Source: an optimization exercise on an open RTL-to-GDS flow (aim: small area, a short achievable clock period and few clock cycles per item). Production flows keep margins and buffers that such runs may drop. At most, simulation tests tie the RTL to the original design; equivalence was not proved. Power figures rest on the tool's default switching activity, not on a simulated workload.

== the baseline ==
==> module cov_decode, before the edit <==
module cov_decode
(
    input  logic                  clk,
    input  logic                  arst_n,
    input  logic [33:0]           in_cmd,
    input  logic                  accept,
    output logic                  bad_cmd,
    output logic                  s_valid,    
    output logic                  s_start,    
    output logic                  s_last,     
    output logic signed [16:0]    s_dx,       
    output logic [7:0]            s_neg,      
    output logic [7:0]            s_one,
    output logic [7:0]            s_two,
    output logic                  last_take   
);
    logic [1:0]         op;
    logic [15:0]        x, y;
    logic [15:0]        mean_x;
    logic [2:0]         cnt;        
    logic               take;
    logic [16:0]        dx;
    logic [16:0]        yb;         
    assign op   = in_cmd[33:32];
    assign x    = in_cmd[31:16];
    assign y    = in_cmd[15:0];
    assign take = accept & (op == cov_pkg::OP_SAMPLE);
    assign last_take = take & (cnt == 3'd7);
    assign yb   = {y, 1'b0};
    cov_add #(.W(17)) i_sub (
        .a   ({x[15], x}),
        .b   (~{mean_x[15], mean_x}),
        .cin (1'b1),
        .s   (dx)
    );
    always_ff @(posedge clk or negedge arst_n) begin
        if (!arst_n) begin
            mean_x  <= '0;
            cnt     <= '0;
            bad_cmd <= 1'b0;
            s_valid <= 1'b0;
            s_start <= 1'b0;
        end else begin
            bad_cmd <= accept & (op == cov_pkg::OP_RSVD);
            s_valid <= take;
            s_start <= take & (cnt == 3'd0);
            if (accept & (op == cov_pkg::OP_MEAN)) mean_x <= x;
            if (accept & (op == cov_pkg::OP_CLEAR)) cnt <= '0;
            else if (take) cnt <= cnt + 3'd1;      
        end
    end
    always_ff @(posedge clk) begin
        s_last  <= (cnt == 3'd7);
        s_dx    <= dx;
        for (int j = 0; j < 8; j++) begin
            s_neg[j] <= take & yb[2*j+2];
            s_one[j] <= take & (yb[2*j+1] ^ yb[2*j]);
            s_two[j] <= take & ((yb[2*j+2] & ~yb[2*j+1] & ~yb[2*j]) | (~yb[2*j+2] & yb[2*j+1] & yb[2*j]));
        end
    end
endmodule
export LEC_CHECK = 0
export ABC_AREA = 1
export CAP_MARGIN = 20
export CORE_MARGIN = 2
export CORE_UTILIZATION = 60
export CTS_BUF_LIST = sky130_fd_sc_hd__clkbuf_8
export SETUP_SLACK_MARGIN = 4.8
export SLEW_MARGIN = 20
export SYNTH_HIERARCHICAL = 1
create_clock -name core_clock -period 8.0 [get_ports {clk}]
standard.sh (not shown) runs the stock make flow with config.mk's settings and CLKGATE_MAP_FILE= SYNTH_SCRIPT=/design/flow/synth_recipe.tcl, a recipe that flattens the netlist after the stock synthesis.
==> flow/flow/run.sh <==
#!/bin/bash
# The standard layout, with plain buffers (sky130_fd_sc_hd__buf_2) on the
# ports instead of the delay cells buffer_ports picks by itself.
set -euo pipefail
export BUFFER_PORTS_ARGS="-buffer_cell sky130_fd_sc_hd__buf_2"
bash standard.sh > standard.log 2>&1
Per the final summary, the baseline finished and its layout is clean on timing, DRC and antenna.
Testbench counts of the baseline, summed over its fixed seeds: cycles 2,768, results 320.
> inputs changed (the baseline -> the candidate)
--- a/flow/design.v
+++ b/flow/design.v
@@ -59,22 +59,36 @@
     logic [15:0]        mean_x;
     logic [2:0]         cnt;        
     logic               take;
     logic [16:0]        dx;
     logic [16:0]        yb;         
+    function automatic logic [16:0] add17(input logic [16:0] a, input logic [16:0] b, input logic cin);
+        logic [16:0] g, p, gn, pn;
+        g = a & b;
+        p = a ^ b;
+        g[0] = (a[0] & b[0]) | (p[0] & cin);
+        for (int l = 0; l < 5; l++) begin
+            gn = g;
+            pn = p;
+            for (int i = 0; i < 17; i++) begin
+                if (((i >> l) & 1) == 1) begin
+                    gn[i] = g[i] | (p[i] & g[((i >> l) << l) - 1]);
+                    pn[i] = p[i] & p[((i >> l) << l) - 1];
+                end
+            end
+            g = gn;
+            p = pn;
+        end
+        add17 = (a ^ b) ^ {g[15:0], cin};
+    endfunction
     assign op   = in_cmd[33:32];
     assign x    = in_cmd[31:16];
     assign y    = in_cmd[15:0];
     assign take = accept & (op == cov_pkg::OP_SAMPLE);
     assign last_take = take & (cnt == 3'd7);
     assign yb   = {y, 1'b0};
-    cov_add #(.W(17)) i_sub (
-        .a   ({x[15], x}),
-        .b   (~{mean_x[15], mean_x}),
-        .cin (1'b1),
-        .s   (dx)
-    );
+    assign dx = add17({x[15], x}, ~{mean_x[15], mean_x}, 1'b1);
     always_ff @(posedge clk or negedge arst_n) begin
         if (!arst_n) begin
             mean_x  <= '0;
             cnt     <= '0;
             bad_cmd <= 1'b0;
### Flow results
- Compare the candidate and the baseline | critical path depth higher: the candidate
- Compared with the baseline, the candidate shows a lower synthesized area.
- Power: the candidate draws more than the baseline
- ~same share of cell area taken by flip-flops and latches in the candidate and the baseline
- i_result.w[28] as the endpoint of the most critical setup path was reported by the candidate, and i_execute.acc_s[16] by the baseline.
- Between the candidate and the baseline, relative max-transition margin is higher for the baseline, the candidate comes in under that.
- Relative to the baseline, the die outline area of the candidate is lower by about 1.8%.
- Final cell area: the candidate below the baseline
Only the layout flow was run in the candidate; the RTL was not checked for function there.

-- re-timing with driven ports --
The results above use ideal ports. As a check the final layouts listed here were re-extracted and re-timed, cells and wires unchanged. Step 1, drivers: a clkbuf_16 drives clk and a buf_2 each remaining input, both assumed. Step 2 adds t to the input delays and takes it off the output delays; t is the mean of the earliest and latest rising clock arrival at the registers after step 1. Input paths then give back, and output paths get back, about the clock's delay inside the block. a / b / c = ideal / step 1 / step 2; a / b = the first two.
run	shift t [ns]	slack for setup (ns)	worst hold slack (ns)
the baseline	0.557	4.870 / 4.870 / 4.527	0.435 / 0.435 / 0.435
the candidate	0.548	4.749 / 4.749 / 4.574	0.432 / 0.432 / 0.432
After both steps every run listed still meets setup and hold. For the baseline, which loses most, drivers alone change the setup slack by 0.000 ns; drivers and shift together by -0.343 ns.
